What follows belongs to an exercise in optimizing a design on an open flow for small area, a short achievable clock period and few clock cycles per item; a production flow would make more cautious choices.
Where RTL was checked, it was by simulation tests only, not by an equivalence proof against the original.
The RTL of runs 1 and 4 was laid out without a check of its function.

$ cat design.v
package hough_pkg;
    typedef enum logic [2:0] {
        IDLE,
        CLEAR_ACC,      
        VOTE,           
        FIND_PEAKS,     
        DONE_STATE
    } hough_state_t;
    typedef logic [$clog2(16)-1:0]   coord_t;       
    typedef logic [$clog2(16)-1:0] theta_idx_t;   
    typedef logic [$clog2(16)-1:0]   rho_bin_t;     
    typedef logic [$clog2(63+1)-1:0] vote_t;
    typedef logic [$clog2(256)-1:0]  acc_addr_t;
    typedef logic [7:0] line_field_t;   
endpackage
module rho_binner (
    input  logic [7:0]  pix,         
    output logic [63:0] codes        
);
    always_comb begin
        case (pix)
            8'd0: codes = 64'h0000000000000000;
            8'd1: codes = 64'h0000000000000001;
            8'd2: codes = 64'h0000000000111112;
            8'd3: codes = 64'h0000000001122223;
            8'd4: codes = 64'h0000000001223334;
            8'd5: codes = 64'h0000000001234445;
            8'd6: codes = 64'h0000000012344556;
            8'd7: codes = 64'h0000000012345667;
            8'd8: codes = 64'h0000000013456778;
            8'd9: codes = 64'h0000000013467889;
            8'd10: codes = 64'h000000001357899a;
            8'd11: codes = 64'h0000000024679aab;
            8'd12: codes = 64'h0000000024689bbc;
            8'd13: codes = 64'h000000002479accd;
            8'd14: codes = 64'h000000002579bcde;
            8'd15: codes = 64'h00000000258acdef;
            8'd16: codes = 64'h0000000100000000;
            8'd17: codes = 64'h0000000111111111;
            8'd18: codes = 64'h0000000111122222;
            8'd19: codes = 64'h0000000112223333;
            8'd20: codes = 64'h0000000112333444;
            8'd21: codes = 64'h0000000112344555;
            8'd22: codes = 64'h0000000123445566;
            8'd23: codes = 64'h0000000123456677;
            8'd24: codes = 64'h0000000123567788;
            8'd25: codes = 64'h0000000124578899;
            8'd26: codes = 64'h00000001246789aa;
            8'd27: codes = 64'h0000000135689aab;
            8'd28: codes = 64'h000000013579abbc;
            8'd29: codes = 64'h000000013589bccd;
            8'd30: codes = 64'h00000001368acdde;
            8'd31: codes = 64'h00000001369bdeef;
            8'd32: codes = 64'h0011111211111000;
            8'd33: codes = 64'h0000111222221111;
            8'd34: codes = 64'h0000011222222222;
            8'd35: codes = 64'h0000001223333333;
            8'd36: codes = 64'h0000001223344444;
            8'd37: codes = 64'h0000000223445555;
            8'd38: codes = 64'h0000000234456666;
            8'd39: codes = 64'h0000000234566777;
            8'd40: codes = 64'h0000000234677888;
            8'd41: codes = 64'h0000000235678999;
            8'd42: codes = 64'h0000000235789aaa;
            8'd43: codes = 64'h000000024679aabb;
            8'd44: codes = 64'h000000024689bbcc;
            8'd45: codes = 64'h00000002468abcdd;
            8'd46: codes = 64'h00000002479bcdee;
            8'd47: codes = 64'h00000002479cdeff;
            8'd48: codes = 64'h0112222322221100;
            8'd49: codes = 64'h0001122333322211;
            8'd50: codes = 64'h0000122333333322;
            8'd51: codes = 64'h0000012333444333;
            8'd52: codes = 64'h0000012334444444;
            8'd53: codes = 64'h0000001334555555;
            8'd54: codes = 64'h0000001345566666;
            8'd55: codes = 64'h0000001345677777;
            8'd56: codes = 64'h0000001345678888;
            8'd57: codes = 64'h0000001346789999;
            8'd58: codes = 64'h0000000346899aaa;
            8'd59: codes = 64'h000000035689abbb;
            8'd60: codes = 64'h00000003579abccc;
            8'd61: codes = 64'h00000003579bcddd;
            8'd62: codes = 64'h0000000358acdeee;
            8'd63: codes = 64'h0000000358acefff;
            8'd64: codes = 64'h0122333433322100;
            8'd65: codes = 64'h0012233444333211;
            8'd66: codes = 64'h0001223444443322;
            8'd67: codes = 64'h0000123444444433;
            8'd68: codes = 64'h0000123445555544;
            8'd69: codes = 64'h0000012445666655;
            8'd70: codes = 64'h0000012456677766;
            8'd71: codes = 64'h0000012456778877;
            8'd72: codes = 64'h0000002456788888;
            8'd73: codes = 64'h0000002457899999;
            8'd74: codes = 64'h000000145789aaaa;
            8'd75: codes = 64'h00000014679abbbb;
            8'd76: codes = 64'h00000014689bcccc;
            8'd77: codes = 64'h0000001468acdddd;
            8'd78: codes = 64'h0000001469bcdeee;
            8'd79: codes = 64'h0000000469bdefff;
            8'd80: codes = 64'h0123444544432100;
            8'd81: codes = 64'h0012344555443211;
            8'd82: codes = 64'h0012334555544322;
            8'd83: codes = 64'h0001234555555433;
            8'd84: codes = 64'h0000134556666544;
            8'd85: codes = 64'h0000123556676655;
            8'd86: codes = 64'h0000023566777766;
            8'd87: codes = 64'h0000013567888877;
            8'd88: codes = 64'h0000013567899988;
            8'd89: codes = 64'h000001356899aa99;
            8'd90: codes = 64'h00000025689abbaa;
            8'd91: codes = 64'h0000002578abbcbb;
            8'd92: codes = 64'h0000002579accdcc;
            8'd93: codes = 64'h0000002579bcdddd;
            8'd94: codes = 64'h0000002579bdeeee;
            8'd95: codes = 64'h000000157aceffff;
            8'd96: codes = 64'h1234455655443210;
            8'd97: codes = 64'h0123455665544321;
            8'd98: codes = 64'h0012345666654432;
            8'd99: codes = 64'h0002345666665543;
            8'd100: codes = 64'h0001245667776654;
            8'd101: codes = 64'h0000234667777665;
            8'd102: codes = 64'h0000134677888776;
            8'd103: codes = 64'h0000124678899887;
            8'd104: codes = 64'h0000024678999998;
            8'd105: codes = 64'h00000246799aaa99;
            8'd106: codes = 64'h0000013679abbbaa;
            8'd107: codes = 64'h0000013689bcccbb;
            8'd108: codes = 64'h000000368abcddcc;
            8'd109: codes = 64'h000000368acdeedd;
            8'd110: codes = 64'h000000368aceefee;
            8'd111: codes = 64'h000000268bdeffff;
            8'd112: codes = 64'h1234566766543210;
            8'd113: codes = 64'h0134566776654321;
            8'd114: codes = 64'h0023456777665432;
            8'd115: codes = 64'h0012456777776543;
            8'd116: codes = 64'h0002346778877654;
            8'd117: codes = 64'h0001345778888765;
            8'd118: codes = 64'h0000245788998876;
            8'd119: codes = 64'h0000135789999987;
            8'd120: codes = 64'h0000135789aaaa98;
            8'd121: codes = 64'h0000035789abbba9;
            8'd122: codes = 64'h000002478abccbba;
            8'd123: codes = 64'h000002479abcdccb;
            8'd124: codes = 64'h000001479bcddddc;
            8'd125: codes = 64'h000001479bdeeeed;
            8'd126: codes = 64'h000001479bdefffe;
            8'd127: codes = 64'h000000379cefffff;
            8'd128: codes = 64'h1345677877654310;
            8'd129: codes = 64'h0234677887765321;
            8'd130: codes = 64'h0124567888776432;
            8'd131: codes = 64'h0013467888876543;
            8'd132: codes = 64'h0012457888887654;
            8'd133: codes = 64'h0002356889998765;
            8'd134: codes = 64'h0001356899999876;
            8'd135: codes = 64'h000024689aaaa987;
            8'd136: codes = 64'h000024689abbba98;
            8'd137: codes = 64'h000013689abcbba9;
            8'd138: codes = 64'h000013589bccccba;
            8'd139: codes = 64'h000003589bcdddcb;
            8'd140: codes = 64'h00000258acdeeedc;
            8'd141: codes = 64'h00000258acdeffed;
            8'd142: codes = 64'h00000258aceffffe;
            8'd143: codes = 64'h00000148adefffff;
            8'd144: codes = 64'h1346788988764310;
            8'd145: codes = 64'h0245678998875421;
            8'd146: codes = 64'h0134678999876532;
            8'd147: codes = 64'h0024578999987643;
            8'd148: codes = 64'h0013568999998754;
            8'd149: codes = 64'h000246799aa99865;
            8'd150: codes = 64'h000246799aaa9976;
            8'd151: codes = 64'h00013579abbba987;
            8'd152: codes = 64'h00003579abbcba98;
            8'd153: codes = 64'h00002479abcccba9;
            8'd154: codes = 64'h00001469acdddcba;
            8'd155: codes = 64'h00001469acdeedcb;
            8'd156: codes = 64'h00000369bceeeedc;
            8'd157: codes = 64'h00000369bdefffed;
            8'd158: codes = 64'h00000269bdfffffe;
            8'd159: codes = 64'h00000259beffffff;
            8'd160: codes = 64'h1357899a99875310;
            8'd161: codes = 64'h0246789aa9876421;
            8'd162: codes = 64'h0135789aaa987532;
            8'd163: codes = 64'h0134689aaa998643;
            8'd164: codes = 64'h0024679aaaa98754;
            8'd165: codes = 64'h0013578aabba9865;
            8'd166: codes = 64'h0002468aabbba976;
            8'd167: codes = 64'h0002468abbccba87;
            8'd168: codes = 64'h0001368abccccb98;
            8'd169: codes = 64'h0000358abcdddca9;
            8'd170: codes = 64'h0000257abddeddba;
            8'd171: codes = 64'h0000257abdeeeecb;
            8'd172: codes = 64'h0000147acdeffedc;
            8'd173: codes = 64'h0000147aceffffed;
            8'd174: codes = 64'h0000037acefffffe;
            8'd175: codes = 64'h0000036acfffffff;
            8'd176: codes = 64'h24679aabaa976420;
            8'd177: codes = 64'h135789abaa986531;
            8'd178: codes = 64'h024689abbaa97642;
            8'd179: codes = 64'h013579abbba98653;
            8'd180: codes = 64'h002468abbbba9764;
            8'd181: codes = 64'h0014689bbcbba875;
            8'd182: codes = 64'h0013579bbcccb986;
            8'd183: codes = 64'h0002579bccdcba97;
            8'd184: codes = 64'h0002479bcdddcb98;
            8'd185: codes = 64'h0001469bcdeedca9;
            8'd186: codes = 64'h0000368bceeeedba;
            8'd187: codes = 64'h0000358bcefffecb;
            8'd188: codes = 64'h0000258bdeffffdc;
            8'd189: codes = 64'h0000158bdfffffed;
            8'd190: codes = 64'h0000148bdffffffe;
            8'd191: codes = 64'h0000047bdfffffff;
            8'd192: codes = 64'h24689bbcbb986420;
            8'd193: codes = 64'h13579abcbba97531;
            8'd194: codes = 64'h02478abccbb98642;
            8'd195: codes = 64'h014689bcccba9753;
            8'd196: codes = 64'h003579accccb9864;
            8'd197: codes = 64'h002479accdcca975;
            8'd198: codes = 64'h001468accddcba86;
            8'd199: codes = 64'h000368acddddcb97;
            8'd200: codes = 64'h000258acdeeedca8;
            8'd201: codes = 64'h000247acdeeeecb9;
            8'd202: codes = 64'h0001479cdeffedca;
            8'd203: codes = 64'h0000369cdffffedb;
            8'd204: codes = 64'h0000369cefffffec;
            8'd205: codes = 64'h0000269ceffffffd;
            8'd206: codes = 64'h0000259ceffffffe;
            8'd207: codes = 64'h0000158cefffffff;
            8'd208: codes = 64'h2479accdcca97420;
            8'd209: codes = 64'h1468abcdccb98531;
            8'd210: codes = 64'h03579bcddcba8642;
            8'd211: codes = 64'h02479acdddcb9753;
            8'd212: codes = 64'h01368abddddca864;
            8'd213: codes = 64'h00358abddddcb975;
            8'd214: codes = 64'h002479bddeedca86;
            8'd215: codes = 64'h001469bdeeeedb97;
            8'd216: codes = 64'h000368bdeffedca8;
            8'd217: codes = 64'h000258adefffedb9;
            8'd218: codes = 64'h000258adeffffeca;
            8'd219: codes = 64'h000147adefffffdb;
            8'd220: codes = 64'h000047adffffffec;
            8'd221: codes = 64'h000037adfffffffd;
            8'd222: codes = 64'h000036adfffffffe;
            8'd223: codes = 64'h0000269dffffffff;
            8'd224: codes = 64'h2579bcdedcb97520;
            8'd225: codes = 64'h1469bcdeddca8631;
            8'd226: codes = 64'h0368acdeedcb9742;
            8'd227: codes = 64'h02579bdeeedca853;
            8'd228: codes = 64'h01479bceeedcb964;
            8'd229: codes = 64'h00368bceeeedb975;
            8'd230: codes = 64'h00258aceefeeca86;
            8'd231: codes = 64'h00147acefffedb97;
            8'd232: codes = 64'h001479ceffffeca8;
            8'd233: codes = 64'h000369befffffdb9;
            8'd234: codes = 64'h000269befffffeca;
            8'd235: codes = 64'h000258beffffffdb;
            8'd236: codes = 64'h000148beffffffec;
            8'd237: codes = 64'h000047befffffffd;
            8'd238: codes = 64'h000037aefffffffe;
            8'd239: codes = 64'h000037aeffffffff;
            8'd240: codes = 64'h257abdefedca8520;
            8'd241: codes = 64'h1479bdefeedb9631;
            8'd242: codes = 64'h0369bdeffedc9742;
            8'd243: codes = 64'h0258acefffeca853;
            8'd244: codes = 64'h0247acdfffedb964;
            8'd245: codes = 64'h01479bdffffeca75;
            8'd246: codes = 64'h00369bdffffedb86;
            8'd247: codes = 64'h00258bdfffffec97;
            8'd248: codes = 64'h00148adfffffeda8;
            8'd249: codes = 64'h00047acffffffeb9;
            8'd250: codes = 64'h00036acfffffffca;
            8'd251: codes = 64'h000269cfffffffdb;
            8'd252: codes = 64'h000259cfffffffec;
            8'd253: codes = 64'h000158cffffffffd;
            8'd254: codes = 64'h000048bffffffffe;
            8'd255: codes = 64'h000048bfffffffff;
            default: codes = '0;
        endcase
    end
endmodule
module hough_top (
    input  logic                   clk,
    input  logic                   reset_n,
    input  logic                   start,
    output logic                   busy,
    output logic                   done,
    input  logic                   wr_en,
    input  logic [7:0]             wr_addr,
    input  logic [7:0]             wr_data,
    output logic [7:0]             num_lines,
    output logic [4*8-1:0] line_rho,
    output logic [4*8-1:0] line_theta,
    output logic [4*8-1:0] line_votes
);
    localparam logic [767:0] CELL_W  = 768'h000005bb6dad000005b6db6d000025b6cb6d0000e5b6db6d00012db6cb6d00072db6db6d00392db6db6d00096db6cb6d00496db6596d01bb6db6cb6d01c96db6496d0e5b6db2492d124b6db2392d725b6db1c72d92cb6d8d86e5db6db560001d;
    localparam logic [15:0]  COL_SAT = 16'hfc00;
    localparam logic [1:0] S_IDLE = 2'd0, S_VOTE = 2'd1, S_HIT = 2'd2;
    logic         wq_en;
    logic [4:0]   wq_addr;
    logic [7:0]   wq_data;
    logic [255:0] img;
    logic [15:0]  nz_q;             
    always_ff @(posedge clk or negedge reset_n) begin
        if (!reset_n) wq_en <= 1'b0;
        else          wq_en <= wr_en && (wr_addr[7:5] == 3'd0);
    end
    always_ff @(posedge clk) begin
        wq_addr <= wr_addr[4:0];
        wq_data <= wr_data;
    end
    always_ff @(posedge clk or negedge reset_n) begin
        if (!reset_n) img <= '0;
        else if (wq_en) img[wq_addr*8 +: 8] <= wq_data;
    end
    always_ff @(posedge clk or negedge reset_n) begin
        if (!reset_n) nz_q <= '0;
        else for (int i = 0; i < 16; i++) nz_q[i] <= |img[16*i +: 16];
    end
    logic [1:0]    state;
    logic          vfirst_q;        
    logic          busy_r, done_r;
    logic          clr_pend;        
    logic          clr;             
    logic [31:0]   written;         
    logic [15:0]   voted;           
    logic          inval;           
    logic [15:0]   prem;            
    logic [3:0]    py;
    logic [15:0]   p_low, p_after, p_cand, p_take, p_row;
    logic          p_run, p_fetch, p_more;
    logic          pix_v;
    logic [7:0]    pix_q;
    logic [15:0]   hrem;            
    logic [3:0]    hy;
    logic          hfirst;
    logic [15:0]   hnz_q;           
    logic [255:0]  hitv;
    logic [15:0]   h_low, h_after, h_cand, h_take, h_row, h_gt;
    logic          h_run, h_fetch, h_more;
    logic          cv_q;            
    logic          hv_q;            
    logic [3:0]    ht_q;
    logic [63:0]   codes_q;
    logic          rv_q;            
    logic [5:0]    rdv_q;
    logic [3:0]    rr_q, rt_q;
    logic [63:0]   codes_d;
    logic [5:0]    rdv;
    function automatic logic [3:0] enc16(input logic [15:0] oh);
        enc16[0] = |(oh & 16'hAAAA);
        enc16[1] = |(oh & 16'hCCCC);
        enc16[2] = |(oh & 16'hF0F0);
        enc16[3] = |(oh & 16'hFF00);
    endfunction
    function automatic logic [15:0] low16(input logic [15:0] v);
        logic seen;
        seen = 1'b0;
        for (int i = 0; i < 16; i++) begin
            low16[i] = v[i] && !seen;
            seen = seen || v[i];
        end
    endfunction
    assign clr = inval || clr_pend;
    assign p_run   = !clr && (state != S_HIT);
    assign p_low   = low16(prem);
    assign p_after = prem & ~p_low;
    always_comb begin
        for (int i = 0; i < 16; i++)
            p_cand[i] = nz_q[i] && !voted[i] &&
                        ((state != S_IDLE) || (written[2*i] && written[2*i + 1]));
    end
    assign p_take  = low16(p_cand);
    assign p_fetch = p_run && (p_after == '0) && (p_cand != '0);
    always_comb begin
        p_row = '0;
        for (int i = 0; i < 16; i++) p_row = p_row | (img[16*i +: 16] & {16{p_take[i]}});
    end
    assign p_more = (prem != '0) || (p_cand != '0);
    always_ff @(posedge clk) begin
        pix_q <= {py, enc16(p_low)};
        if (p_run && p_fetch) py <= enc16(p_take);
    end
    always_ff @(posedge clk or negedge reset_n) begin
        if (!reset_n) begin
            prem  <= '0;
            pix_v <= 1'b0;
        end else begin
            pix_v <= p_run && (prem != '0);
            if (!p_run) begin
                prem <= '0;
            end else if (p_fetch) begin
                prem <= p_row;
            end else begin
                prem <= p_after;
            end
        end
    end
    logic wq_row_taken;
    assign wq_row_taken = wq_en && (voted[wq_addr[4:1]] || (p_fetch && p_take[wq_addr[4:1]]));
    always_ff @(posedge clk or negedge reset_n) begin
        if (!reset_n) begin
            written <= '0;
            voted   <= '0;
            inval   <= 1'b1;
        end else begin
            if (clr) begin
                voted <= '0;
                inval <= 1'b0;
            end else begin
                if (p_fetch) voted <= voted | p_take;
                if (wq_row_taken) inval <= 1'b1;
            end
            for (int i = 0; i < 32; i++) begin
                if (wq_en && (wq_addr == 5'(i))) written[i] <= 1'b1;
                else if (clr) written[i] <= 1'b0;
            end
        end
    end
    assign h_run   = (state == S_HIT);
    assign h_low   = low16(hrem);
    assign h_after = hrem & ~h_low;
    always_comb begin
        for (int i = 0; i < 16; i++) h_gt[i] = hfirst || (4'(i) > hy);
    end
    assign h_cand  = hnz_q & h_gt;
    assign h_take  = low16(h_cand);
    assign h_fetch = h_run && (h_after == '0) && (h_cand != '0);
    always_comb begin
        h_row = '0;
        for (int i = 0; i < 16; i++) h_row = h_row | (hitv[16*i +: 16] & {16{h_take[i]}});
    end
    assign h_more = (hrem != '0) || (h_cand != '0);
    always_ff @(posedge clk) begin
        if (h_run && h_fetch) hy <= enc16(h_take);
    end
    always_ff @(posedge clk or negedge reset_n) begin
        if (!reset_n) begin
            hrem   <= '0;
            hfirst <= 1'b1;
            hnz_q  <= '0;
        end else begin
            for (int i = 0; i < 16; i++) hnz_q[i] <= |hitv[16*i +: 16];
            if (!h_run) begin
                hrem   <= '0;
                hfirst <= 1'b1;
            end else if (h_fetch) begin
                hrem   <= h_row;
                hfirst <= 1'b0;
            end else begin
                hrem   <= h_after;
            end
        end
    end
    always_ff @(posedge clk or negedge reset_n) begin
        if (!reset_n) begin
            state    <= S_IDLE;
            vfirst_q <= 1'b0;
            busy_r   <= 1'b0;
            done_r   <= 1'b0;
            clr_pend <= 1'b0;
        end else begin
            done_r   <= 1'b0;
            vfirst_q <= 1'b0;
            clr_pend <= 1'b0;
            case (state)
                S_IDLE: begin
                    if (start) begin
                        busy_r   <= 1'b1;
                        state    <= S_VOTE;
                        vfirst_q <= 1'b1;
                    end
                end
                S_VOTE: begin
                    if (!vfirst_q && !clr && !p_more && !pix_v && !cv_q) state <= S_HIT;
                end
                S_HIT: begin
                    if (!h_more && !hv_q) begin
                        state    <= S_IDLE;
                        busy_r   <= 1'b0;
                        done_r   <= 1'b1;
                        clr_pend <= 1'b1;
                    end
                end
                default: state <= S_IDLE;
            endcase
        end
    end
    assign busy = busy_r;
    assign done = done_r;
    rho_binner u_bin (.pix(pix_q), .codes(codes_d));
    always_ff @(posedge clk or negedge reset_n) begin
        if (!reset_n) begin
            cv_q <= 1'b0;
            hv_q <= 1'b0;
        end else begin
            cv_q <= pix_v && !clr;
            hv_q <= h_run && (hrem != '0);
        end
    end
    always_ff @(posedge clk) begin
        ht_q <= enc16(h_low);
        if (h_run) codes_q <= {16{hy}};          
        else       codes_q <= codes_d;
    end
    logic [256*6-1:0] cellv;        
    logic [16*6-1:0]  rd;           
    genvar t, r;
    generate
        for (t = 0; t < 16; t++) begin : g_col
            logic [3:0]  code;
            logic [15:0] sel;            
            logic [15:0] wsel;           
            logic [5:0]  cur;
            logic [5:0]  inc;
            logic [5:0]  nxt;
            assign code = codes_q[4*t +: 4];
            always_comb begin
                for (int i = 0; i < 16; i++) sel[i] = (code == 4'(i));
            end
            assign wsel = {16{clr}} | ({16{cv_q}} & sel);
            always_comb begin
                cur = '0;
                for (int i = 0; i < 16; i++) cur = cur | (cellv[(i*16 + t)*6 +: 6] & {6{sel[i]}});
            end
            assign rd[t*6 +: 6] = cur;
            assign inc = {cur[5] ^ (&cur[4:0]), cur[4] ^ (&cur[3:0]), cur[3] ^ (&cur[2:0]),
                          cur[2] ^ (&cur[1:0]), cur[1] ^ cur[0], !cur[0]};
            if (COL_SAT[t]) begin : g_sat
                assign nxt = clr ? 6'd0 : ((&cur) ? cur : inc);
            end else begin : g_nosat
                assign nxt = clr ? 6'd0 : inc;
            end
            for (r = 0; r < 16; r++) begin : g_row
                localparam int W = int'(CELL_W[(r*16 + t)*3 +: 3]);
                if (W > 0) begin : g_cell
                    logic [W-1:0] q;
                    always_ff @(posedge clk) begin
                        if (wsel[r]) q <= nxt[W-1:0];
                    end
                    assign cellv[(r*16 + t)*6 +: 6] = 6'(q);
                    assign hitv[r*16 + t] = (q >= W'(5));
                end else begin : g_none
                    assign cellv[(r*16 + t)*6 +: 6] = 6'd0;
                    assign hitv[r*16 + t] = 1'b0;
                end
            end
        end
    endgenerate
    always_comb begin
        rdv = '0;
        for (int i = 0; i < 16; i++) rdv = rdv | (rd[i*6 +: 6] & {6{ht_q == 4'(i)}});
    end
    always_ff @(posedge clk or negedge reset_n) begin
        if (!reset_n) rv_q <= 1'b0;
        else          rv_q <= hv_q;
    end
    always_ff @(posedge clk) begin
        rdv_q <= rdv;
        rr_q  <= codes_q[3:0];
        rt_q  <= ht_q;
    end
    logic [2:0]  cnt;
    logic [15:0] s_rho;             
    logic [31:0] s_th;              
    logic [23:0] s_v;               
    logic [1:0]  min_idx;
    logic [7:0]  new_th;
    always_comb begin
        logic [1:0] a, b;
        a = (s_v[6 +: 6] < s_v[0 +: 6])  ? 2'd1 : 2'd0;
        b = (s_v[18 +: 6] < s_v[12 +: 6]) ? 2'd3 : 2'd2;
        min_idx = (s_v[b*6 +: 6] < s_v[a*6 +: 6]) ? b : a;
    end
    always_comb begin
        case (rt_q)
            4'd0:  new_th = 8'd0;    4'd1:  new_th = 8'd11;
            4'd2:  new_th = 8'd22;   4'd3:  new_th = 8'd33;
            4'd4:  new_th = 8'd45;   4'd5:  new_th = 8'd56;
            4'd6:  new_th = 8'd67;   4'd7:  new_th = 8'd78;
            4'd8:  new_th = 8'd90;   4'd9:  new_th = 8'd101;
            4'd10: new_th = 8'd112;  4'd11: new_th = 8'd123;
            4'd12: new_th = 8'd135;  4'd13: new_th = 8'd146;
            4'd14: new_th = 8'd157;  default: new_th = 8'd168;
        endcase
    end
    always_ff @(posedge clk or negedge reset_n) begin
        if (!reset_n) begin
            cnt   <= '0;
            s_rho <= '0;
            s_th  <= '0;
            s_v   <= '0;
        end else if (vfirst_q) begin
            cnt   <= '0;
            s_rho <= '0;
            s_th  <= '0;
            s_v   <= '0;
        end else if (rv_q) begin
            if (!cnt[2]) begin
                s_rho[cnt[1:0]*4 +: 4] <= rr_q;
                s_th[cnt[1:0]*8 +: 8]  <= new_th;
                s_v[cnt[1:0]*6 +: 6]   <= rdv_q;
                cnt <= cnt + 1'b1;
            end else if (rdv_q > s_v[min_idx*6 +: 6]) begin
                s_rho[min_idx*4 +: 4] <= rr_q;
                s_th[min_idx*8 +: 8]  <= new_th;
                s_v[min_idx*6 +: 6]   <= rdv_q;
            end
        end
    end
    assign num_lines = {5'd0, cnt};
    generate
        for (t = 0; t < 4; t++) begin : g_out
            assign line_rho[8*t +: 8]   = {4'd0, s_rho[4*t +: 4]};
            assign line_theta[8*t +: 8] = s_th[8*t +: 8];
            assign line_votes[8*t +: 8] = {2'd0, s_v[6*t +: 6]};
        end
    endgenerate
endmodule
$ cat flow/run.sh
#!/bin/bash
set -euo pipefail
MARGIN=${MARGIN:-8.0}
ABCP=${ABCP:-3500}
bash standard.sh SETUP_SLACK_MARGIN=$MARGIN ABC_CLOCK_PERIOD_IN_PS=$ABCP finish > flow_make.log 2>&1
$ cat standard.sh
#!/bin/bash
# synth_recipe.tcl (not shown) runs the flow's synth.tcl, then flattens the netlist and writes it again
# the make line also repeats each setting of config.mk as NAME=value (left out here)
make -C /OpenROAD-flow-scripts/flow DESIGN_CONFIG=/design/flow/config.mk WORK_HOME=/design/flow/orfs CLKGATE_MAP_FILE= SYNTH_SCRIPT=/design/flow/synth_recipe.tcl "${@:-finish}"
$ cat config.mk
export PLATFORM = sky130hd
export DESIGN_NAME = hough_top
export DESIGN_NICKNAME = hough_top
export VERILOG_FILES = /design/flow/design.v
export SDC_FILE = /design/flow/constraint.sdc
export NUM_CORES = 4
export LEC_CHECK = 0
export CAP_MARGIN = 20
export CORE_MARGIN = 2
export CORE_UTILIZATION = 40
export SLEW_MARGIN = 20
export SYNTH_MEMORY_MAX_BITS = 65536
$ cat constraint.sdc
create_clock -name core_clock -period 12.0 [get_ports {clk}]
set_input_delay 2.4000 -clock core_clock [delete_from_list [all_inputs] [get_ports {clk}]]
set_output_delay 2.4000 -clock core_clock [all_outputs]
set_load 0.01 [all_outputs]
==> results of run 1 <==
## worst max path at each step
| stage | from | endpoint | slack, ns | cells after the start |
|---|---|---|---|---|
| after global placement | s_v[14]$_DFFE_PN0P_ | s_v[17]$_DFFE_PN0P_ | 5.04 | 24 |
| after floorplan | s_v[10]$_DFFE_PN0P_ | s_th[17]$_DFFE_PN0P_ | 7.06 | 28 |
| final | s_v[14]$_DFFE_PN0P_ | s_th[4]$_DFFE_PN0P_ | 6.80 | 28 |
| after global routing | s_v[14]$_DFFE_PN0P_ | s_th[4]$_DFFE_PN0P_ | 6.65 | 28 |
| after CTS | s_v[14]$_DFFE_PN0P_ | s_th[17]$_DFFE_PN0P_ | 6.87 | 27 |
| after detailed placement | s_v[22]$_DFFE_PN0P_ | s_th[29]$_DFFE_PN0P_ | 5.00 | 22 |
## cells in the mapped netlist, types with 34 or more instances
| master | count |
|---|---|
| edfxtp_1 | 943 |
| nand2_1 | 773 |
| o21ai_0 | 758 |
| nor2_1 | 628 |
| clkbuf_1 | 482 |
| dfrtp_1 | 453 |
| a21oi_1 | 380 |
| mux2_2 | 326 |
| nand3_1 | 233 |
| nor3_1 | 165 |
| dfxtp_1 | 157 |
| a221oi_1 | 155 |
| nor4_1 | 147 |
| mux2i_1 | 144 |
| a22oi_1 | 142 |
| inv_1 | 118 |
| ha_1 | 116 |
| nor2b_1 | 114 |
| a31oi_1 | 107 |
| nand2b_1 | 88 |
| a211oi_1 | 78 |
| and3_1 | 78 |
| o211ai_1 | 74 |
| o22ai_1 | 74 |
| nand4_1 | 73 |
| buf_1 | 65 |
| o21a_1 | 58 |
| a22o_1 | 55 |
| and2_1 | 51 |
| o31ai_1 | 51 |
| or3_1 | 46 |
| a32oi_1 | 40 |
| a221o_1 | 39 |
| nand3b_1 | 39 |
| buf_2 | 35 |
| o32ai_1 | 35 |
| a211o_1 | 34 |
| mux4_2 | 34 |
## layout make-up
| cell class | instances | share of cell area, % |
|---|---|---|
| Clock buffer | 240 | 5.107 |
| Inverter | 128 | 0.5413 |
| Tap cell | 2672 | 3.510 |
| Antenna cell | 7 | 0.01839 |
| Timing Repair Buffer | 468 | 4.722 |
| Clock inverter | 83 | 1.320 |
| Sequential cell | 1555 | 45.06 |
| Multi-Input combinational cell | 5656 | 39.73 |
## metrics by stage
stage / hold WS [ns] / setup slack [ns] / cells
finish: 0.4125 / 6.802 / 10810
global route: 0.4291 / 6.646 / 10800
CTS: 0.4074 / 6.870 / 10720
detailed placement: 0.4081 / 4.996 / 10270
global placement: 0.4069 / 5.040 / 10270
floorplan: 0.3290 / 7.064 / 7946
## cells by family (layout without fill, tap and decap cells)
group / Yosys count / count (layout) / synth area share [%]
adders and majority gates: 121 / 121 / 1.838
AOI/OAI and AO/OA: 2383 / 2384 / 19.29
other: 1 / 36 / 0.004591
xor gates and xnor gates: 45 / 45 / 0.4825
DFF: 1555 / 1555 / 52.46
and+or+nand+nor: 2568 / 2573 / 15.13
buffers and inverters: 741 / 919 / 3.601
muxes: 504 / 504 / 7.196
## state kept, by name (all words and copies together) (netlist names), 16 cells and up
register,count
written,32
s_rho,16
hnz_q,16
s_v,24
g_col.g_row.g_cell.q,935
prem,16
codes_d,60
s_th,32
voted,16
img,256
codes_q,62
nz_q,16
hrem,16
## layer usage
layer	vias up	GRT usage, %	routed length (µm)	part of all wire, %
li1	30430	-	-	-
met1	35680	41.16	131100	40
met2	4600	45.92	144500	44
met3	1052	6.557	33560	10
met4	8	15.82	20470	6.2
met5	-	0	66	0.020
## timing repair
item / 4_1_cts / 5_1_grt
setup endpoints to repair: 405 / 326
cloned: 16 / 6
pin swaps: 66 / 99
setup buffers: 114 / 70
resized for setup: 479 / 204
==> results.tsv, run 1 <==
metric	value	unit
crit end category	flop	
cell family with most CP delay	compound AO/OA/AOI/OAI gates	
run status	finished clean	
Finished Core Util	47.03	%
Slew Limit Fails	0	
initial antenna violation count	13	
initial DRC count	11160	
Via-to-Cell Ratio	6.639	
sequential standard cell area	42910	µm²
Post-DP HPWL	228.1	mm
clock latency on the worst-skew pair	0.86	ns
first-pass GRT wire length	477.7	mm
via count	71760	
Worst Path Buf+Inv	7	
Layout area overhead	16.60	%
Clock Path Buffers	3	
max_cap viols	0	
fin area	95240	µm²
Critical Path Start Type	flop	
hold path depth	0	
CP Class	flop to flop	
hold endpoint	rv_q$_DFF_PN0_	
RSZ-0062 raised after global routing	true	
Hold Crit Class	flop to flop	
post-route ant nets	0	
Total Routing Usage GR	30.46	%
CTS Buf Count	171	
Final Setup Violations	0	
mean area per synthesized cell	10.32	µm²
vias in the first global route	68560	
Fin Setup TNS	0	ns
worst r2r src	s_v[14]$_DFFE_PN0P_	
Post-synth EDFFs	943	
drt total wl	329.8	mm
most frequent cells in the layout	edfxtp_1, nand2_1, o21ai_0	
largest net degree at the start of global routing	185	
ys flop type	edfxtp_1	
H-Tree Depth	4	
Cells after Synth	7918	
Final period util	43.32	%
commonest non-fill, non-tap cell in the layout	edfxtp_1	
ys async rst share	29.26	%
Die Y	455.9	µm
Mapped Area	81680	µm²
Max Fanout on Critical Path	8	
number of port buffers	96	
R2R depth	28	
Die W	455.9	µm
Max stage delay on crit path	0.43	ns
drt pass-1 iters	10	
Hold Startpoint	hv_q$_DFF_PN0_	
Clock Skew	0.04940	ns
gr ovfl total	0	
Reg2Reg Setup Slack	6.80	ns
slowest cell on the critical path	dfrtp_2	
Least-Margin Pin Slew	1.327	ns
Final Hold Fails	0	
FP Rows	165	
Core Area	202500	µm²
FF+latch count, synth	1555	
max_slew headroom	11.35	%
CTS tree	yes	
CTS Hold Bufs	0	
Cell variety after synth	101	
share of cells above drive strength 1	17.74	%
Final GP Congestion	1.006	
area of placed instances	85330	µm²
# fillers	18560	
sequential-to-total area share from yosys stat	52.46	%
reg2reg end	s_th[4]$_DFFE_PN0P_	
FMAX	0.1924	GHz
initial cell density of the core	40.33	%
multi-input logic area	37840	µm²
CP most frequent cell	a21oi_2	
synth warn	2	
die area	207800	µm²
clock-pin transition on the worst setup and hold timing paths	0.06	ns
Root Buffer	clkbuf_16	
critical path required time	12.78	ns
I/O pin cnt	126	
Yosys top cell area share	34.67	%
fin crit period	5.198	ns
CTS Sinks	1555	
Synth area leaders	edfxtp_1, dfrtp_1, o21ai_0, mux2_2, dfxtp_1	
drt wl/cell	30.51	µm
Residual DRC	0	
leading area contributor after synthesis	edfxtp_1	
final net count	8116	
Critical Path AT	5.97	ns
==> run 2: changes to the inputs <==
--- a/design.v
+++ b/design.v
@@ -334,8 +334,8 @@
     logic [15:0]   hrem;            
     logic [3:0]    hy;
-    logic          hfirst;
+    logic [15:0]   h_above;         
     logic [15:0]   hnz_q;           
     logic [255:0]  hitv;
-    logic [15:0]   h_low, h_after, h_cand, h_take, h_row, h_gt;
+    logic [15:0]   h_low, h_after, h_cand, h_take, h_row, h_gt, h_above_nx;
     logic          h_run, h_fetch, h_more;
     logic          cv_q;            
@@ -421,9 +421,15 @@
     assign h_low   = low16(hrem);
     assign h_after = hrem & ~h_low;
-    always_comb begin
-        for (int i = 0; i < 16; i++) h_gt[i] = hfirst || (4'(i) > hy);
-    end
     assign h_cand  = hnz_q & h_gt;
     assign h_take  = low16(h_cand);
+    assign h_gt    = h_above;
+    always_comb begin
+        logic seen;
+        seen = 1'b0;
+        for (int i = 0; i < 16; i++) begin
+            h_above_nx[i] = seen;
+            seen = seen || h_cand[i];
+        end
+    end
     assign h_fetch = h_run && (h_after == '0) && (h_cand != '0);
     always_comb begin
@@ -437,15 +443,15 @@
     always_ff @(posedge clk or negedge reset_n) begin
         if (!reset_n) begin
-            hrem   <= '0;
-            hfirst <= 1'b1;
-            hnz_q  <= '0;
+            hrem    <= '0;
+            h_above <= '1;
+            hnz_q   <= '0;
         end else begin
             for (int i = 0; i < 16; i++) hnz_q[i] <= |hitv[16*i +: 16];
             if (!h_run) begin
-                hrem   <= '0;
-                hfirst <= 1'b1;
+                hrem    <= '0;
+                h_above <= '1;
             end else if (h_fetch) begin
-                hrem   <= h_row;
-                hfirst <= 1'b0;
+                hrem    <= h_row;
+                h_above <= h_above_nx;
             end else begin
                 hrem   <= h_after;
@@ -562,14 +568,22 @@
     end
     logic [2:0]  cnt;
+    logic [2:0]  cnt_out;           
     logic [15:0] s_rho;             
     logic [31:0] s_th;              
     logic [23:0] s_v;               
-    logic [1:0]  min_idx;
     logic [7:0]  new_th;
+    logic [3:0]  vmin;              
+    logic [3:0]  beats;             
+    logic [3:0]  wr_slot;           
     always_comb begin
-        logic [1:0] a, b;
-        a = (s_v[6 +: 6] < s_v[0 +: 6])  ? 2'd1 : 2'd0;
-        b = (s_v[18 +: 6] < s_v[12 +: 6]) ? 2'd3 : 2'd2;
-        min_idx = (s_v[b*6 +: 6] < s_v[a*6 +: 6]) ? b : a;
+        logic [5:0] v0, v1, v2, v3;
+        v0 = s_v[0 +: 6];  v1 = s_v[6 +: 6];  v2 = s_v[12 +: 6];  v3 = s_v[18 +: 6];
+        vmin[0] = !(v1 < v0) && !(v2 < v0) && !(v3 < v0);
+        vmin[1] =  (v1 < v0) && !(v2 < v1) && !(v3 < v1);
+        vmin[2] =  (v2 < v0) &&  (v2 < v1) && !(v3 < v2);
+        vmin[3] =  (v3 < v0) &&  (v3 < v1) &&  (v3 < v2);
+        for (int i = 0; i < 4; i++) beats[i] = (rdv_q > s_v[6*i +: 6]);
+        for (int i = 0; i < 4; i++)
+            wr_slot[i] = rv_q && (cnt[2] ? (vmin[i] && beats[i]) : (cnt[1:0] == 2'(i)));
     end
     always_comb begin
@@ -587,27 +601,30 @@
     always_ff @(posedge clk or negedge reset_n) begin
         if (!reset_n) begin
-            cnt   <= '0;
+            cnt     <= '0;
+            cnt_out <= '0;
             s_rho <= '0;
             s_th  <= '0;
             s_v   <= '0;
         end else if (vfirst_q) begin
-            cnt   <= '0;
+            cnt     <= '0;
+            cnt_out <= '0;
             s_rho <= '0;
             s_th  <= '0;
             s_v   <= '0;
-        end else if (rv_q) begin
-            if (!cnt[2]) begin
-                s_rho[cnt[1:0]*4 +: 4] <= rr_q;
-                s_th[cnt[1:0]*8 +: 8]  <= new_th;
-                s_v[cnt[1:0]*6 +: 6]   <= rdv_q;
-                cnt <= cnt + 1'b1;
-            end else if (rdv_q > s_v[min_idx*6 +: 6]) begin
-                s_rho[min_idx*4 +: 4] <= rr_q;
-                s_th[min_idx*8 +: 8]  <= new_th;
-                s_v[min_idx*6 +: 6]   <= rdv_q;
+        end else begin
+            if (rv_q && !cnt[2]) begin
+                cnt     <= cnt + 1'b1;
+                cnt_out <= cnt + 1'b1;
+            end
+            for (int i = 0; i < 4; i++) begin
+                if (wr_slot[i]) begin
+                    s_rho[4*i +: 4] <= rr_q;
+                    s_th[8*i +: 8]  <= new_th;
+                    s_v[6*i +: 6]   <= rdv_q;
+                end
             end
         end
     end
-    assign num_lines = {5'd0, cnt};
+    assign num_lines = {5'd0, cnt_out};
     generate
         for (t = 0; t < 4; t++) begin : g_out
==> flow/run.sh (replaced) <==
#!/bin/bash
set -euo pipefail
MARGIN=${MARGIN:-8.2}
ABCP=${ABCP:-3500}
bash standard.sh SETUP_SLACK_MARGIN=$MARGIN ABC_CLOCK_PERIOD_IN_PS=$ABCP finish > flow_make.log 2>&1
==> run 2 against run 1 <==
  * Cell count shrank 2.3%
  * Non-clock buffer count fell by 90
  * Sequential share of layout area is 2.4 points higher
  * Still clean on timing, DRC and antenna
  * Design area fell by 4.3%
  * Clock-buffer cell count fell by 16
  * Die area is 2.1% lower
  * Hold slack got worse by 0.015 ns
==> results.tsv, run 2 <==
metric	value	unit
run status	finished clean	
sequential-to-total area share from yosys stat	54.11	%
Stages on worst setup path	16	
max reg flops	935	
Total Routing Usage GR	29.98	%
CP Class	flop to flop	
CTS Hold Bufs	0	
Least-Margin Pin Slew	1.252	ns
leading registers by flop count	g_col.g_row.g_cell.q x935, img x256, codes_q x62	
ys async rst share	29.94	%
main combinational cell family by area after synthesis	compound AO/OA/AOI/OAI gates	
Residual DRC	0	
clock-pin transition on the worst setup and hold timing paths	0.06	ns
Layout area overhead	14.07	%
Final Setup Violations	0	
Critical Path Start Type	flop	
Post-synth EDFFs	943	
vias in the first global route	65350	
crit end category	flop	
Critical Path AT	4.61	ns
initial cell density of the core	40.11	%
Fin Setup TNS	0	ns
Mapped Area	79910	µm²
Place WS	6.300	ns
drt pass-1 iters	10	
Via-to-Cell Ratio	6.456	
Final period util	32.64	%
Clock Path Buffers	3	
Final GP Congestion	0.9974	
final net count	7917	
CTS Buf Count	173	
post-synthesis simple-gate area fraction	15.64	%
drt wl/cell	29.80	µm
H-Tree Depth	4	
FF+latch count, synth	1570	
Die W	451.0	µm
Final Non-Filler Cells	10560	
die area	203400	µm²
most numerous cell in the Yosys netlist	nand2_1	
most frequent cells in the layout	nand2_1, edfxtp_1, o21ai_0	
number of port buffers	96	
drt total wl	314.8	mm
Die Y	451.0	µm
first-pass GRT wire length	455.5	mm
Core Area	199200	µm²
Yosys top cell area share	35.44	%
Cell variety after synth	103	
Commonest cells post-synth	nand2_1, edfxtp_1, o21ai_0, nor2_1, dfrtp_1	
CTS Sinks	1570	
Final Hold Fails	0	
synth warn	2	
CTS tree	yes	
post-synthesis mux area share	5.607	%
WHS	0.3977	ns
Cells after Synth	7718	
Max stage delay on crit path	0.63	ns
max_cap viols	0	
slowest cell on the critical path	nor3_1	
largest net degree at the start of global routing	190	
R2R depth	16	
final worst-path setup slack	8.083	ns
I/O pin cnt	126	
cell family with most CP delay	simple AND/OR/NAND/NOR gates	
FMAX	0.2553	GHz
Slew Limit Fails	0	
ys flop type	edfxtp_1	
fin crit period	3.917	ns
leading area contributor after synthesis	edfxtp_1	
CP Cell Sequence	or4_4 -> nor2_4 -> o21a_1 -> nor2_2 -> buf_6 -> clkinvlp_4 -> buf_4 -> buf_4 -> ha_4 -> buf_4 -> nand2_1 -> o21ai_0 -> nand2_1 -> nor3_1 -> o21ai_0 -> o21ai_0	
Hold Crit Class	flop to flop	
mean area per synthesized cell	10.35	µm²
FP Rows	164	
share of cells above drive strength 1	14.14	%
Max Fanout on Critical Path	8	
RSZ-0062 raised after global routing	true	
Post-DP HPWL	223.2	mm
initial antenna violation count	12	
placed cell count	10110	
clock latency on the worst-skew pair	0.84	ns
adder-cell area share of the yosys netlist	2.314	%
Clock Skew	0.05310	ns
initial DRC count	9708	
Synth area leaders	edfxtp_1, dfrtp_1, o21ai_0, nand2_1, dfxtp_1	
post-route ant nets	0	
Root Buffer	clkbuf_16	
most flop-heavy register	g_col.g_row.g_cell.q	
commonest non-fill, non-tap cell in the layout	nand2_1	
via count	68200	
Worst Path Buf+Inv	5	
gr ovfl total	0	
compound-cell area share of the yosys netlist	18.42	%
Post-Synth XOR/XNOR Area	0.4823	%
max_slew headroom	16.22	%
critical path required time	12.70	ns
hold path depth	2	
run 2: path summary, 6_finish.rpt:
path,start,end,slack [ns]
max reg2reg,prem[1]$_DFF_PN0_,codes_d[60]$_DFF_P_,8.08
min in group asynchronous,reset_n,img[162]$_DFFE_PN0P_,1.42
min,codes_d[60]$_DFF_P_,codes_q[60]$_DFF_P_,0.40
min reg2reg,codes_d[60]$_DFF_P_,codes_q[60]$_DFF_P_,0.40
max in group asynchronous,reset_n,written[25]$_DFFE_PN0P_,8.83
max,prem[1]$_DFF_PN0_,codes_d[60]$_DFF_P_,8.08
run 2: metrics by stage:
stage	area (µm²)	util (%)
2_1_floorplan	80030	-
3_3_place_gp	83340	41.83
3_5_place_dp	83400	41.86
4_1_cts	90410	45.38
5_1_grt	91140	45.74
6_report	91150	45.75
run 2: cell type report:
type                            instances  area [µm²]
Fill cell                           18650      108100
Sequential cell                      1570       43300
Multi-Input combinational cell       5514       34810
Clock buffer                          224        4797
Tap cell                             2656        3323
Timing Repair Buffer                  378        3257
Clock inverter                         98        1174
Inverter                              116       470.5
Antenna cell                            6       15.01
Timing Repair inverter                  1       7.507
run 2: per-layer routing:
| layer | part of all wire (%) | up-vias | GRT usage (%) |
|---|---|---|---|
| li1 | - | 29200 | - |
| met1 | 40 | 33860 | 40.10 |
| met2 | 44 | 4155 | 45.37 |
| met3 | 9.7 | 976 | 6.354 |
| met4 | 6.4 | 12 | 16.47 |
| met5 | 0.028 | - | 0 |
run 2: kinds of logic (layout without fill, tap and decap cells):
group / Yosys count / in the layout
buf+inv: 662 / 817
compound gates: 2280 / 2280
fa+ha+maj: 149 / 149
other cells: 1 / 35
xor+xnor: 44 / 44
mux: 366 / 366
simple gates: 2646 / 2646
flops: 1570 / 1570
run 2: worst min-delay path, cell delays in order (launching register included):
cell,delay [ns]
dfxtp_1,0.30
nand2_1,0.04
nand2_1,0.06
run 2: timing repair:
action | 4_1_cts | 5_1_grt
resized for setup | 499 | 83
endpoints found under the hold margin | 0 | 0
pin swaps | 14 | 22
endpoints found under the setup margin | 566 | 378
buffers inserted | 71 | 45
gates cloned | 5 | 1
Testbench counts of run 2, summed over its fixed seeds: cycles 5,523, frames 96.
==> run 3: changes to the inputs <==
--- a/config.mk
+++ b/config.mk
@@ -9,4 +9,6 @@
 export CORE_MARGIN = 2
 export CORE_UTILIZATION = 40
+export CTS_CLUSTER_DIAMETER = 80
+export CTS_CLUSTER_SIZE = 30
 export SLEW_MARGIN = 20
 export SYNTH_MEMORY_MAX_BITS = 65536
==> run 3 against run 2 <==
  * Sequential share of layout area is 1.3 points higher
==> results.tsv, run 3 <==
metric	value	unit
RSZ-0062 raised after global routing	true	
Clock Skew	0.07377	ns
H-Tree Depth	3	
leading registers by flop count	g_col.g_row.g_cell.q x935, img x256, codes_q x62	
Via-to-Cell Ratio	6.473	
Post-synth EDFFs	943	
max_cap viols	0	
first-pass GRT wire length	452.2	mm
Final Setup Violations	0	
initial DRC count	9479	
I/O pin cnt	126	
via count	67560	
Total Routing Usage GR	29.71	%
Least-Margin Pin Slew	1.322	ns
drt wl/cell	29.93	µm
crit end category	flop	
most frequent cells in the layout	nand2_1, edfxtp_1, o21ai_0	
Die Y	451.0	µm
share of cells above drive strength 1	13.25	%
Critical Path Start Type	flop	
Slew Limit Fails	0	
leading area contributor after synthesis	edfxtp_1	
Clock Path Buffers	3	
WHS	0.4201	ns
Fin Setup TNS	0	ns
CTS Buf Count	100	
Post-DP HPWL	223.2	mm
Max Fanout on Critical Path	12	
Yosys top cell area share	35.44	%
FMAX	0.2613	GHz
ys async rst share	29.94	%
Final GP Congestion	0.9974	
Core Area	199200	µm²
number of port buffers	96	
CTS tree	yes	
Cell variety after synth	103	
Hold Crit Class	flop to flop	
most flop-heavy register	g_col.g_row.g_cell.q	
die area	203400	µm²
vias in the first global route	64310	
clock latency on the worst-skew pair	0.82	ns
FF+latch count, synth	1570	
post-route ant nets	0	
Final Hold Fails	0	
drt pass-1 iters	7	
Cells after Synth	7718	
final net count	7847	
sequential-to-total area share from yosys stat	54.11	%
ys flop type	edfxtp_1	
Synth area leaders	edfxtp_1, dfrtp_1, o21ai_0, nand2_1, dfxtp_1	
Mapped Area	79910	µm²
initial antenna violation count	10	
largest net degree at the start of global routing	190	
max_slew headroom	11.54	%
CTS Sinks	1570	
most numerous cell in the Yosys netlist	nand2_1	
synth warn	2	
mean area per synthesized cell	10.35	µm²
Final period util	31.90	%
Residual DRC	0	
FP Rows	164	
Root Buffer	clkbuf_16	
critical path required time	12.71	ns
drt total wl	312.3	mm
fin crit period	3.828	ns
clock-pin transition on the worst setup and hold timing paths	0.09	ns
Critical Path AT	4.54	ns
Layout area overhead	11.10	%
Die W	451.0	µm
initial cell density of the core	40.11	%
commonest non-fill, non-tap cell in the layout	nand2_1	
CP Class	flop to flop	
gr ovfl total	0	
max reg flops	935	
Commonest cells post-synth	nand2_1, edfxtp_1, o21ai_0, nor2_1, dfrtp_1	
run status	finished clean	
## run 3: cell counts after synthesis
Identical to the previous run, type by type.
## run 3: cell families after synthesis
logic type                 count (synthesis)  synth area share (%)
DFF                                     1570                 54.11
and+or+nand+nor                         2646                 15.64
AOI/OAI and AO/OA                       2280                 18.42
xor gates and xnor gates                  44                0.4823
muxes                                    366                 5.607
buffers and inverters                    662                 3.418
adders and majority gates                149                 2.314
other                                      1              0.004693
## run 3: area by class of cell
cell class,instances,area (µm²)
clock buffers,107,2601
diodes,9,22.52
repair inverters,1,7.507
flip-flops and latches,1570,43300
inverters,116,470.5
repair buffers,381,3095
well taps,2656,3323
fillers,18930,110500
multi-input cells,5514,34800
clock inverters,83,1159
## run 3: per-layer routing
metal	vias up	wire, µm	global-route usage (%)
li1	29000	-	-
met3	916	30990	6.013
met4	6	20000	15.88
met1	33400	123200	39.90
met5	-	44	0
met2	4239	138100	45.20
## run 3: repair_timing
action	in CTS	in global routing
pin swaps	10	16
cloned	4	1
hold buffers	0	0
resized for setup	473	71
endpoints found under the setup margin	583	298
buffers inserted	66	55
## run 3: worst max-delay path, stage by stage (launching register included)
cell and delay, ns:
dfrtp_2 0.49, or4_4 0.51, nor2_2 0.13, o21a_1 0.18
nor2_1 0.07, buf_6 0.17, clkinvlp_4 0.12, buf_4 0.14
ha_4 0.21, buf_4 0.14, nand2_1 0.04, o21ai_0 0.10
nand2_1 0.18, nor3_1 0.61, o21ai_0 0.46, o21ai_0 0.22
## run 3: worst paths after layout
| check | end | start | slack (ns) | depth (start not counted) |
|---|---|---|---|---|
| setup / recovery | codes_d[60]$_DFF_P_ | prem[4]$_DFF_PN0_ | 8.17 | 15 |
| hold / removal | codes_q[40]$_DFF_P_ | codes_d[40]$_DFF_P_ | 0.42 | 2 |
| setup reg to reg | codes_d[60]$_DFF_P_ | prem[4]$_DFF_PN0_ | 8.17 | 15 |
| hold reg to reg | codes_q[40]$_DFF_P_ | codes_d[40]$_DFF_P_ | 0.42 | 2 |
| max in group asynchronous | img[219]$_DFFE_PN0P_ | reset_n | 8.80 | 3 |
| min in group asynchronous | img[162]$_DFFE_PN0P_ | reset_n | 1.42 | 1 |
## run 3: metrics by stage
stage                     std cells  worst slack, ns  utilization [%]  cell area [µm²]
after detailed placement      10110            6.300            41.86            83400
after floorplan                7746            8.153                -            80030
final                         10440            8.172            44.56            88780
after CTS                     10370            8.166            44.15            87970
after global routing          10430            8.046            44.54            88750
after global placement        10100            6.488            41.83            83340
==> run 4: changes to the inputs <==
--- a/design.v
+++ b/design.v
@@ -314,7 +314,6 @@
         else if (wq_en) img[wq_addr*8 +: 8] <= wq_data;
     end
-    always_ff @(posedge clk or negedge reset_n) begin
-        if (!reset_n) nz_q <= '0;
-        else for (int i = 0; i < 16; i++) nz_q[i] <= |img[16*i +: 16];
+    always_ff @(posedge clk) begin
+        for (int i = 0; i < 16; i++) nz_q[i] <= |img[16*i +: 16];
     end
     logic [1:0]    state;
@@ -383,37 +382,25 @@
     end
     always_ff @(posedge clk or negedge reset_n) begin
-        if (!reset_n) begin
-            prem  <= '0;
-            pix_v <= 1'b0;
-        end else begin
-            pix_v <= p_run && (prem != '0);
-            if (!p_run) begin
-                prem <= '0;
-            end else if (p_fetch) begin
-                prem <= p_row;
-            end else begin
-                prem <= p_after;
-            end
-        end
+        if (!reset_n) pix_v <= 1'b0;
+        else          pix_v <= p_run && (prem != '0);
+    end
+    always_ff @(posedge clk) begin
+        if (!p_run)       prem <= '0;
+        else if (p_fetch) prem <= p_row;
+        else              prem <= p_after;
     end
     logic wq_row_taken;
     assign wq_row_taken = wq_en && (voted[wq_addr[4:1]] || (p_fetch && p_take[wq_addr[4:1]]));
     always_ff @(posedge clk or negedge reset_n) begin
-        if (!reset_n) begin
-            written <= '0;
-            voted   <= '0;
-            inval   <= 1'b1;
-        end else begin
-            if (clr) begin
-                voted <= '0;
-                inval <= 1'b0;
-            end else begin
-                if (p_fetch) voted <= voted | p_take;
-                if (wq_row_taken) inval <= 1'b1;
-            end
-            for (int i = 0; i < 32; i++) begin
-                if (wq_en && (wq_addr == 5'(i))) written[i] <= 1'b1;
-                else if (clr) written[i] <= 1'b0;
-            end
+        if (!reset_n)          inval <= 1'b1;
+        else if (clr)          inval <= 1'b0;
+        else if (wq_row_taken) inval <= 1'b1;
+    end
+    always_ff @(posedge clk) begin
+        if (clr)          voted <= '0;
+        else if (p_fetch) voted <= voted | p_take;
+        for (int i = 0; i < 32; i++) begin
+            if (wq_en && (wq_addr == 5'(i))) written[i] <= 1'b1;
+            else if (clr) written[i] <= 1'b0;
         end
     end
@@ -441,20 +428,14 @@
         if (h_run && h_fetch) hy <= enc16(h_take);
     end
-    always_ff @(posedge clk or negedge reset_n) begin
-        if (!reset_n) begin
+    always_ff @(posedge clk) begin
+        for (int i = 0; i < 16; i++) hnz_q[i] <= |hitv[16*i +: 16];
+        if (!h_run) begin
             hrem    <= '0;
             h_above <= '1;
-            hnz_q   <= '0;
+        end else if (h_fetch) begin
+            hrem    <= h_row;
+            h_above <= h_above_nx;
         end else begin
-            for (int i = 0; i < 16; i++) hnz_q[i] <= |hitv[16*i +: 16];
-            if (!h_run) begin
-                hrem    <= '0;
-                h_above <= '1;
-            end else if (h_fetch) begin
-                hrem    <= h_row;
-                h_above <= h_above_nx;
-            end else begin
-                hrem   <= h_after;
-            end
+            hrem    <= h_after;
         end
     end
--- a/config.mk
+++ b/config.mk
@@ -8,5 +8,5 @@
 export CAP_MARGIN = 20
 export CORE_MARGIN = 2
-export CORE_UTILIZATION = 40
+export CORE_UTILIZATION = 65
 export CTS_CLUSTER_DIAMETER = 80
 export CTS_CLUSTER_SIZE = 30
==> run 4 against run 3 <==
  * Area after synthesis fell by 0.86%
  * Setup slack got worse by 0.026 ns
  * Hold slack improved by 0.020 ns
  * Cell count fell by 12%
  * Sequential cell count did not move
  * Non-clock buffer count fell by 3
  * Largest cell class unchanged
==> results.tsv, run 4 <==
metric	value	unit
Max Fanout on Critical Path	16	
clock latency on the worst-skew pair	0.75	ns
CTS Sinks	1570	
compound-cell area share of the yosys netlist	19.58	%
fin area	86440	µm²
Cells after Synth	7510	
Commonest cells post-synth	edfxtp_1, nand2_1, o21ai_0, nor2_1, clkbuf_1	
Worst setup startpoint	prem[1]$_SDFF_PN0_	
Place WS	6.048	ns
Critical Path Start Type	flop	
share of cells above drive strength 1	12.67	%
max_cap viols	0	
vias in the first global route	64280	
H-Tree Depth	3	
Residual DRC	0	
die area	124700	µm²
Yosys top cell area share	35.75	%
CTS Buf Count	77	
post-synthesis simple-gate area fraction	14.60	%
adder-cell area share of the yosys netlist	2.186	%
final worst-path setup slack	8.147	ns
Post-DP HPWL	212.1	mm
drt wl/cell	33.07	µm
drt total wl	302.4	mm
fin crit period	3.853	ns
gr ovfl total	0	
Core Area	121400	µm²
critical path required time	12.56	ns
CP endpoint	codes_d[40]$_DFF_P_	
Final period util	32.11	%
Critical Path AT	4.42	ns
max reg flops	935	
worst r2r src	prem[1]$_SDFF_PN0_	
clock-pin transition on the worst setup and hold timing paths	0.11	ns
Final Hold Fails	0	
synth warn	2	
WHS	0.4403	ns
area of placed instances	81500	µm²
leading area contributor after synthesis	edfxtp_1	
leading registers by flop count	g_col.g_row.g_cell.q x935, img x256, codes_q x62	
crit end category	flop	
Synth area leaders	edfxtp_1, dfrtp_1, dfxtp_1, o21ai_0, nand2_1	
post-synthesis mux area share	5.962	%
ys flop type	edfxtp_1	
wire length on met2	127.3	mm
final net count	7603	
most flop-heavy register	g_col.g_row.g_cell.q	
Slew Limit Fails	0	
mean area per synthesized cell	10.55	µm²
Cell variety after synth	111	
Max stage delay on crit path	0.56	ns
CTS tree	yes	
number of port buffers	96	
initial antenna violation count	19	
slowest cell on the critical path	or4_4	
first-pass GRT wire length	435.9	mm
max_slew headroom	15.35	%
Worst Path Buf+Inv	5	
FF+latch count, synth	1570	
Hold Crit Class	flop to flop	
FMAX	0.2595	GHz
commonest non-fill, non-tap cell in the layout	edfxtp_1	
Layout area overhead	9.112	%
largest net degree at the start of global routing	176	
Stages on worst setup path	15	
Final Setup Violations	0	
Clock Path Buffers	3	
Post-synth EDFFs	943	
Die Y	353.1	µm
main combinational cell family by area after synthesis	compound AO/OA/AOI/OAI gates	
Final GP Congestion	1.086	
Post-Synth XOR/XNOR Area	0.4975	%
Total Routing Usage GR	47.09	%
Via-to-Cell Ratio	7.559	
cell family with most CP delay	simple AND/OR/NAND/NOR gates	
drt pass-1 iters	13	
FP Rows	128	
Fin Setup TNS	0	ns
run status	finished clean	
highest routed layer	met5	
RSZ-0062 raised after global routing	true	
Least-Margin Pin Slew	1.267	ns
Met3 Wirelength	42.78	mm
Reg2Reg Setup Slack	8.15	ns
ys async rst share	21.78	%
Clock Skew	0.05686	ns
DRT met1 WL	104.0	mm
Die W	353.1	µm
reg2reg end	codes_d[40]$_DFF_P_	
R2R depth	15	
initial cell density of the core	65.26	%
post-route ant nets	0	
CP Cell Sequence	or4_4 -> buf_12 -> or4_4 -> o22ai_4 -> buf_6 -> buf_4 -> ha_4 -> buf_12 -> clkinvlp_4 -> nor3_4 -> nand2_1 -> a41oi_2 -> nor2_1 -> a211oi_2 -> o32ai_1	
I/O pin cnt	126	
most numerous cell in the Yosys netlist	edfxtp_1	
sequential-to-total area share from yosys stat	53.75	%
Mapped Area	79220	µm²
most frequent cells in the layout	edfxtp_1, nand2_1, o21ai_0	
via count	69120	
initial DRC count	12990	
Root Buffer	clkbuf_16	
CP Class	flop to flop	
## run 4: timing repair
action | CTS | global route
gates cloned | 2 | 1
pin swaps | 16 | 24
hold buffers | 0 | 0
setup endpoints to repair | 339 | 490
buffers inserted | 77 | 43
resized for setup | 326 | 160
## run 4: cells by family after synthesis
logic type,after synthesis
mux,389
compound gates,2302
simple gates,2395
flops,1570
fa+ha+maj,139
buf+inv,669
other cells,1
xor+xnor,45
## run 4: through the flow
step	util, %	instances
global route	71.19	9139
CTS	70.38	9089
finish	71.20	9144
detailed placement	67.14	8867
floorplan	-	7538
global placement	67.11	8867
## run 4: layout make-up
cell class / count / area (µm²)
antenna: 8 / 20.02
clock buffer: 99 / 2051
clock inverter: 44 / 738.2
fill: 8637 / 34960
inverter: 120 / 496.7
multi-input combinational: 5300 / 35190
sequential: 1570 / 42630
tap: 1625 / 2033
timing repair buffer: 378 / 3274
## run 4: worst min path at each step
stage / from / endpoint / cells past startpoint
after floorplan: codes_q[2]$_DFF_P_ / rr_q[2]$_DFF_P_ / 0
after global placement: codes_d[31]$_DFF_P_ / codes_q[31]$_DFF_P_ / 2
after detailed placement: codes_d[7]$_DFF_P_ / codes_q[7]$_DFF_P_ / 2
after CTS: codes_d[26]$_DFF_P_ / codes_q[26]$_DFF_P_ / 2
after global routing: codes_d[56]$_DFF_P_ / codes_q[56]$_DFF_P_ / 2
final: codes_d[10]$_DFF_P_ / codes_q[10]$_DFF_P_ / 2
## run 4: worst min-delay path, cell delays in order, from the launching register on
cell	delay [ns]
dfxtp_1	0.31
nand2_1	0.05
nand2_1	0.05
## run 4: layer usage
layer | track usage, % | vias to the layer above
met5 | 0 | -
li1 | - | 28440
met4 | 33.02 | 14
met3 | 13.63 | 1457
met2 | 68.64 | 6220
met1 | 60.86 | 32990

re-timing with driven ports:
How much do the figures lean on ideal ports? The routed layouts below were timed once more, with nothing changed but the port constraints. Step 1 assumes that a clkbuf_16 drives the clock port and a buf_2 every other input. Step 2, shift: input delay + t, output delay - t, t = (earliest + latest rising clock arrival at the registers) / 2. This alone moves slack from input paths to output paths. Slacks: ideal / step 1 / step 2; pairs: ideal / step 1.
| run | shift t [ns] | setup WS [ns] | worst setup path after step 2 |
|---|---|---|---|
| run 1 | 0.932 | 6.802 / 6.802 / 6.802 | register to register |
| run 2 | 0.907 | 8.083 / 8.083 / 7.971 | input, reset recovery |
| run 3 | 0.881 | 8.172 / 8.124 / 7.961 | input, reset recovery |
| run 4 | 0.812 | 8.147 / 8.105 / 8.147 | register to register |
After both steps setup and hold are still met in every run listed. For run 3, which loses most, drivers alone change the setup slack by -0.048 ns; drivers and shift together by -0.211 ns. Setup slack includes reset recovery checks.
